This design comes from an exercise in tuning for small area, a short achievable clock period and few clock cycles on the open sky130 flow, not from production work. In this exercise RTL edits were held to simulation tests only and were not proved equivalent to the original.

Design sha_accel_top, start of the top module:
module sha_accel_top
(
    input  logic        clk,
    input  logic        areset,
    input  logic        csr_read,
    input  logic        csr_write,
    input  logic [3:0]  csr_address,
    input  logic [31:0] csr_writedata,
    output logic [31:0] csr_readdata,
    output logic        csr_waitrequest
);
    logic         start;
    logic         data_go;
    logic         data_ready;
    logic [25:0]  len_blocks;
    logic         done_status;
    logic         done_next;
    logic [31:0]  digest0_next;
    logic [255:0] digest;
    logic         step_go;
    logic [5:0]   step_t;
    logic         use_pad;
    logic [31:0]  pad_word;
    logic         round_go;
    logic         chain;
    logic         fin;
    csr_regs u_csr (
        .clk             (clk),
        .areset          (areset),
        .csr_read        (csr_read),
        .csr_write       (csr_write),
        .csr_address     (csr_address),
        .csr_writedata   (csr_writedata),
        .data_ready      (data_ready),
        .done_status     (done_status),
        .done_next       (done_next),
        .digest0_new     (fin),
        .digest0_next    (digest0_next),
        .digest          (digest),
        .start           (start),
        .data_go         (data_go),
        .len_blocks      (len_blocks),
        .csr_readdata    (csr_readdata),
        .csr_waitrequest (csr_waitrequest)
    );
    block_assembler u_asm (
        .clk         (clk),
        .areset      (areset),
        .start       (start),
        .data_go     (data_go),
        .len_blocks  (len_blocks),
        .data_ready  (data_ready),
        .step_go     (step_go),
        .step_t      (step_t),
        .use_pad     (use_pad),
        .pad_word    (pad_word),
        .round_go    (round_go),
        .chain       (chain),
        .fin         (fin),
        .done_status (done_status),
        .done_next   (done_next)
    );
    sha256_core u_core (
        .clk      (clk),
        .start    (start),
        .step_go  (step_go),
        .step_t   (step_t),
        .use_pad  (use_pad),
        .pad_word (pad_word),
        .bus_word (csr_writedata),
        .round_go (round_go),
        .chain    (chain),
        .fin      (fin),
  ...
Size: about 6000 cells after synthesis, ~1200 flip-flops, ~73 I/O pins, roughly 0.069 mm^2 of cells after synthesis.
==> module sha256_core, before the edit <==
module sha256_core
(
    input  logic         clk,
    input  logic         start,
    input  logic         step_go,
    input  logic [5:0]   step_t,
    input  logic         use_pad,
    input  logic [31:0]  pad_word,
    input  logic [31:0]  bus_word,
    input  logic         round_go,
    input  logic         chain,
    input  logic         fin,
    output logic [255:0] digest,
    output logic [31:0]  digest0_next
);
    localparam logic [255:0] IV = {
        32'h5be0cd19, 32'h1f83d9ab, 32'h9b05688c, 32'h510e527f,
        32'ha54ff53a, 32'h3c6ef372, 32'hbb67ae85, 32'h6a09e667
    };
    function automatic logic [63:0] csa(input logic [31:0] x, input logic [31:0] y,
                                        input logic [31:0] z);
        csa = {((x & y) | (x & z) | (y & z)) << 1, x ^ y ^ z};
    endfunction
    logic [15:0][31:0] w;       
    logic [31:0]       bus_q;   
    logic [31:0]       k_t;     
    logic [31:0]       hkw;     
    logic [7:0][31:0]  wv;      
    logic [7:0][31:0]  hv;      
    logic [31:0] a, b, c, d, e, f, g, h;
    assign {h, g, f, e, d, c, b, a} = wv;
    logic [31:0] in_word;
    logic [31:0] s0w, s1w;
    logic [63:0] sc1, sc2;
    logic [31:0] sch_word;
    logic [31:0] h_in;
    logic        early;
    assign early   = (step_t[5:4] == 2'd0);
    assign in_word = bus_q;
    assign s0w = sha_pkg::rotr(w[1], 7) ^ sha_pkg::rotr(w[1], 18) ^ (w[1] >> 3);
    assign s1w = sha_pkg::rotr(w[14], 17) ^ sha_pkg::rotr(w[14], 19) ^ (w[14] >> 10);
    assign sc1 = csa(w[0], w[9], s0w);
    assign sc2 = csa(sc1[31:0], sc1[63:32], s1w);
    assign sch_word = sc2[31:0] + sc2[63:32];
    assign h_in = round_go ? g : (fin ? hv[6] : h);
    logic [31:0] w9m, s0m, s1m;
    logic [63:0] hc1, hc2, hc3, hc4;
    assign w9m = early ? 32'd0 : w[9];
    assign s0m = early ? 32'd0 : s0w;
    assign s1m = early ? 32'd0 : s1w;
    assign hc1 = csa(h_in, k_t, early ? in_word : w[0]);
    assign hc2 = csa(w9m, s0m, s1m);
    assign hc3 = csa(hc1[31:0], hc1[63:32], hc2[31:0]);
    assign hc4 = csa(hc3[31:0], hc3[63:32], hc2[63:32]);
    always_ff @(posedge clk)
        bus_q <= use_pad ? pad_word : sha_pkg::bswap32(bus_word);
    always_ff @(posedge clk)
    begin
        if (step_go)
        begin
            w   <= {(early ? in_word : sch_word), w[15:1]};
            hkw <= hc4[31:0] + hc4[63:32];
        end
        if (start)
            k_t <= 32'h428a2f98;
        else if (step_go)
            k_t <= sha_pkg::k_next(step_t);
    end
    logic [31:0] bs0, bs1, ch, maj;
    logic [63:0] re1, re2, ra1, ra2, ra3;
    logic [31:0] a_new, e_new;
    assign bs0 = sha_pkg::rotr(a, 2) ^ sha_pkg::rotr(a, 13) ^ sha_pkg::rotr(a, 22);
    assign bs1 = sha_pkg::rotr(e, 6) ^ sha_pkg::rotr(e, 11) ^ sha_pkg::rotr(e, 25);
    assign ch  = (e & f) ^ (~e & g);
    assign maj = (a & b) ^ (a & c) ^ (b & c);
    assign re1 = csa(hkw, ch, d);
    assign re2 = csa(re1[31:0], re1[63:32], bs1);
    assign e_new = re2[31:0] + re2[63:32];
    assign ra1 = csa(hkw, ch, maj);
    assign ra2 = csa(ra1[31:0], ra1[63:32], bs0);
    assign ra3 = csa(ra2[31:0], ra2[63:32], bs1);
    assign a_new = ra3[31:0] + ra3[63:32];
    logic [31:0] ha_sum, he_sum;
    logic [7:0][31:0] hv_rot;
    assign ha_sum = hv[3] + a;
    assign he_sum = hv[7] + e;
    assign hv_rot = {hv[6], hv[5], hv[4], he_sum, hv[2], hv[1], hv[0], ha_sum};
    always_ff @(posedge clk)
    begin
        if (round_go)
            wv <= {g, f, e, e_new, c, b, a, a_new};
        else if (fin)
            wv <= hv_rot;
        else if (start)
            wv <= IV;
        if (chain)
            hv <= hv_rot;
        else if (start)
            hv <= IV;
    end
    assign digest = hv;
    assign digest0_next = ha_sum;
endmodule
export LEC_CHECK = 0
export CAP_MARGIN = 20
export CORE_MARGIN = 2
export CORE_UTILIZATION = 40
export SETUP_SLACK_MARGIN = 5
export SLEW_MARGIN = 20
create_clock -name core_clock -period 10.0 [get_ports {clk}]
run.sh (not shown) runs the stock make flow with config.mk's settings and CLKGATE_MAP_FILE= SYNTH_SCRIPT=/design/flow/synth_recipe.tcl, a recipe that flattens the netlist after the stock synthesis.
Testbench counts at the start, summed over its fixed seeds: cycles 27,660.
Next try:
--- a/flow/design.v
+++ b/flow/design.v
@@ -361,8 +361,9 @@
                                         input logic [31:0] z);
         csa = {((x & y) | (x & z) | (y & z)) << 1, x ^ y ^ z};
     endfunction
     logic [15:0][31:0] w;       
+    logic [31:0]       wn;      
     logic [31:0]       bus_q;   
     logic [31:0]       k_t;     
     logic [31:0]       hkw;     
     logic [7:0][31:0]  wv;      
@@ -371,36 +372,32 @@
     assign {h, g, f, e, d, c, b, a} = wv;
     logic [31:0] in_word;
     logic [31:0] s0w, s1w;
     logic [63:0] sc1, sc2;
+    logic [63:0] hc1;
+    logic [31:0] w_t;
     logic [31:0] sch_word;
     logic [31:0] h_in;
     logic        early;
     assign early   = (step_t[5:4] == 2'd0);
     assign in_word = bus_q;
-    assign s0w = sha_pkg::rotr(w[1], 7) ^ sha_pkg::rotr(w[1], 18) ^ (w[1] >> 3);
-    assign s1w = sha_pkg::rotr(w[14], 17) ^ sha_pkg::rotr(w[14], 19) ^ (w[14] >> 10);
-    assign sc1 = csa(w[0], w[9], s0w);
+    assign s0w = sha_pkg::rotr(w[2], 7) ^ sha_pkg::rotr(w[2], 18) ^ (w[2] >> 3);
+    assign s1w = sha_pkg::rotr(w[15], 17) ^ sha_pkg::rotr(w[15], 19) ^ (w[15] >> 10);
+    assign sc1 = csa(w[1], w[10], s0w);
     assign sc2 = csa(sc1[31:0], sc1[63:32], s1w);
     assign sch_word = sc2[31:0] + sc2[63:32];
     assign h_in = round_go ? g : (fin ? hv[6] : h);
-    logic [31:0] w9m, s0m, s1m;
-    logic [63:0] hc1, hc2, hc3, hc4;
-    assign w9m = early ? 32'd0 : w[9];
-    assign s0m = early ? 32'd0 : s0w;
-    assign s1m = early ? 32'd0 : s1w;
-    assign hc1 = csa(h_in, k_t, early ? in_word : w[0]);
-    assign hc2 = csa(w9m, s0m, s1m);
-    assign hc3 = csa(hc1[31:0], hc1[63:32], hc2[31:0]);
-    assign hc4 = csa(hc3[31:0], hc3[63:32], hc2[63:32]);
+    assign w_t = early ? in_word : wn;
+    assign hc1 = csa(h_in, k_t, w_t);
     always_ff @(posedge clk)
         bus_q <= use_pad ? pad_word : sha_pkg::bswap32(bus_word);
     always_ff @(posedge clk)
     begin
         if (step_go)
         begin
-            w   <= {(early ? in_word : sch_word), w[15:1]};
-            hkw <= hc4[31:0] + hc4[63:32];
+            w   <= {w_t, w[15:1]};
+            wn  <= sch_word;
+            hkw <= hc1[31:0] + hc1[63:32];
         end
         if (start)
             k_t <= 32'h428a2f98;
         else if (step_go)
What happened: Area after synthesis drops by 5.4%. Die area drops by 5.4%. Global-route usage drops by 0.28 points. Design area drops by 5.2%. Non-clock buffer count drops by 28. Worst setup slack improved by 0.47 ns.
Testbench counts after the change, summed over its fixed seeds: cycles 27,660.


before:
RTL: one of the versions met above, not the one the previous note started from.
Size in the first run: about 1200 flip-flops, ~73 I/O pins.
==> module sha256_core, before the edit <==
module sha256_core
(
    input  logic         clk,
    input  logic         start,
    input  logic         step_go,
    input  logic [5:0]   step_t,
    input  logic         use_pad,
    input  logic [31:0]  pad_word,
    input  logic [31:0]  bus_word,
    input  logic         round_go,
    input  logic         chain,
    input  logic         fin,
    output logic [255:0] digest,
    output logic [31:0]  digest0_next
);
    localparam logic [255:0] IV = {
        32'h5be0cd19, 32'h1f83d9ab, 32'h9b05688c, 32'h510e527f,
        32'ha54ff53a, 32'h3c6ef372, 32'hbb67ae85, 32'h6a09e667
    };
    function automatic logic [63:0] csa(input logic [31:0] x, input logic [31:0] y,
                                        input logic [31:0] z);
        csa = {((x & y) | (x & z) | (y & z)) << 1, x ^ y ^ z};
    endfunction
    logic [15:0][31:0] w;       
    logic [31:0]       wn;      
    logic [31:0]       bus_q;   
    logic [31:0]       k_t;     
    logic [31:0]       hkw;     
    logic [7:0][31:0]  wv;      
    logic [7:0][31:0]  hv;      
    logic [31:0] a, b, c, d, e, f, g, h;
    assign {h, g, f, e, d, c, b, a} = wv;
    logic [31:0] in_word;
    logic [31:0] s0w, s1w;
    logic [63:0] sc1, sc2;
    logic [63:0] hc1;
    logic [31:0] w_t;
    logic [31:0] sch_word;
    logic [31:0] h_in;
    logic        early;
    assign early   = (step_t[5:4] == 2'd0);
    assign in_word = bus_q;
    assign s0w = sha_pkg::rotr(w[2], 7) ^ sha_pkg::rotr(w[2], 18) ^ (w[2] >> 3);
    assign s1w = sha_pkg::rotr(w[15], 17) ^ sha_pkg::rotr(w[15], 19) ^ (w[15] >> 10);
    assign sc1 = csa(w[1], w[10], s0w);
    assign sc2 = csa(sc1[31:0], sc1[63:32], s1w);
    assign sch_word = sc2[31:0] + sc2[63:32];
    assign h_in = round_go ? g : (fin ? hv[6] : h);
    assign w_t = early ? in_word : wn;
    assign hc1 = csa(h_in, k_t, w_t);
    always_ff @(posedge clk)
        bus_q <= use_pad ? pad_word : sha_pkg::bswap32(bus_word);
    always_ff @(posedge clk)
    begin
        if (step_go)
        begin
            w   <= {w_t, w[15:1]};
            wn  <= sch_word;
            hkw <= hc1[31:0] + hc1[63:32];
        end
        if (start)
            k_t <= 32'h428a2f98;
        else if (step_go)
            k_t <= sha_pkg::k_next(step_t);
    end
    logic [31:0] bs0, bs1, ch, maj;
    logic [63:0] re1, re2, ra1, ra2, ra3;
    logic [31:0] a_new, e_new;
    assign bs0 = sha_pkg::rotr(a, 2) ^ sha_pkg::rotr(a, 13) ^ sha_pkg::rotr(a, 22);
    assign bs1 = sha_pkg::rotr(e, 6) ^ sha_pkg::rotr(e, 11) ^ sha_pkg::rotr(e, 25);
    assign ch  = (e & f) ^ (~e & g);
    assign maj = (a & b) ^ (a & c) ^ (b & c);
    assign re1 = csa(hkw, ch, d);
    assign re2 = csa(re1[31:0], re1[63:32], bs1);
    assign e_new = re2[31:0] + re2[63:32];
    assign ra1 = csa(hkw, ch, maj);
    assign ra2 = csa(ra1[31:0], ra1[63:32], bs0);
    assign ra3 = csa(ra2[31:0], ra2[63:32], bs1);
    assign a_new = ra3[31:0] + ra3[63:32];
    logic [31:0] ha_sum, he_sum;
    logic [7:0][31:0] hv_rot;
    assign ha_sum = hv[3] + a;
    assign he_sum = hv[7] + e;
    assign hv_rot = {hv[6], hv[5], hv[4], he_sum, hv[2], hv[1], hv[0], ha_sum};
    always_ff @(posedge clk)
    begin
        if (round_go)
            wv <= {g, f, e, e_new, c, b, a, a_new};
        else if (fin)
            wv <= hv_rot;
        else if (start)
            wv <= IV;
        if (chain)
            hv <= hv_rot;
        else if (start)
            hv <= IV;
    end
    assign digest = hv;
    assign digest0_next = ha_sum;
endmodule
make LEC_CHECK=0 CAP_MARGIN=20 CORE_MARGIN=2 CORE_UTILIZATION=40 CTS_CLUSTER_DIAMETER=80 CTS_CLUSTER_SIZE=30 SETUP_SLACK_MARGIN=5 SLEW_MARGIN=20 finish   # period 10.0 ns
Testbench counts of before, summed over its fixed seeds: cycles 27,660.
Input changes introduced in after (baseline for comparison: before):
diff --git a/flow/design.v b/flow/design.v
--- a/flow/design.v
+++ b/flow/design.v
@@ -365,5 +365,4 @@
     logic [31:0]       wn;      
     logic [31:0]       bus_q;   
-    logic [31:0]       k_t;     
     logic [31:0]       hkw;     
     logic [7:0][31:0]  wv;      
@@ -379,5 +378,7 @@
     logic [31:0] h_in;
     logic        early;
+    logic [31:0] k_t;
     assign early   = (step_t[5:4] == 2'd0);
+    assign k_t     = sha_pkg::k_const(step_t);
     assign in_word = bus_q;
     assign s0w = sha_pkg::rotr(w[2], 7) ^ sha_pkg::rotr(w[2], 18) ^ (w[2] >> 3);
@@ -399,8 +400,4 @@
             hkw <= hc1[31:0] + hc1[63:32];
         end
-        if (start)
-            k_t <= 32'h428a2f98;
-        else if (step_go)
-            k_t <= sha_pkg::k_next(step_t);
     end
     logic [31:0] bs0, bs1, ch, maj;
@@ -420,6 +417,37 @@
     logic [31:0] ha_sum, he_sum;
     logic [7:0][31:0] hv_rot;
-    assign ha_sum = hv[3] + a;
-    assign he_sum = hv[7] + e;
+    logic        first;
+    logic [1:0]  cstep;
+    logic [31:0] ha_old, he_old;
+    always_comb
+    begin
+        case (cstep)
+            2'd0:    begin ha_old = IV[32*3 +: 32]; he_old = IV[32*7 +: 32]; end
+            2'd1:    begin ha_old = IV[32*2 +: 32]; he_old = IV[32*6 +: 32]; end
+            2'd2:    begin ha_old = IV[32*1 +: 32]; he_old = IV[32*5 +: 32]; end
+            default: begin ha_old = IV[32*0 +: 32]; he_old = IV[32*4 +: 32]; end
+        endcase
+        if (!first)
+        begin
+            ha_old = hv[3];
+            he_old = hv[7];
+        end
+    end
+    always_ff @(posedge clk)
+    begin
+        if (start)
+        begin
+            first <= 1'b1;
+            cstep <= 2'd0;
+        end
+        else if (chain)
+        begin
+            cstep <= cstep + 2'd1;
+            if (fin)
+                first <= 1'b0;
+        end
+    end
+    assign ha_sum = ha_old + a;
+    assign he_sum = he_old + e;
     assign hv_rot = {hv[6], hv[5], hv[4], he_sum, hv[2], hv[1], hv[0], ha_sum};
     always_ff @(posedge clk)
@@ -433,6 +461,4 @@
         if (chain)
             hv <= hv_rot;
-        else if (start)
-            hv <= IV;
     end
     assign digest = hv;
Results
Non-clock buffer count in the final layout | after above before
On after: final critical-path share of the clock period is 0.31 points higher than what before gave.
For the non-clock buffer share of cell area, after came in 0.66 points higher than before did.
Changes observed in after relative to before: compound-cell area share of the yosys netlist increased 0.19 points; number of multi-input combinational cells in the layout decreased 7.8%.
Testbench counts of after, summed over its fixed seeds: cycles 27,660.

## what the ideal ports hide
How much do the figures lean on ideal ports? The routed layouts below were timed once more, with nothing changed but the port constraints.
Step 1, drivers: a clkbuf_16 drives clk and a buf_2 each remaining input, both assumed.
Step 2 moves the port delays by t, midway between the first and last clock arrival at a register: inputs arrive t later, outputs are due t later. That takes back most of the time a late clock gives input paths.
Slacks: ideal / step 1 / step 2; pairs: ideal / step 1.
run | shift t [ns] | setup WS [ns] | clock arrival spread, ns
the first run of note 1 | 0.849 | 4.579 / 4.579 / 4.364 | 0.036 / 0.036
the second run of note 1 | 0.853 | 5.046 / 5.046 / 4.396 | 0.059 / 0.060
before | 0.789 | 5.013 / 5.013 / 4.437 | 0.046 / 0.046
after | 0.778 | 4.983 / 4.983 / 4.500 | 0.049 / 0.049
After both steps setup and hold are still met in every run listed. For the second run of note 1, which loses most, drivers alone change the setup slack by 0.000 ns; drivers and shift together by -0.650 ns.
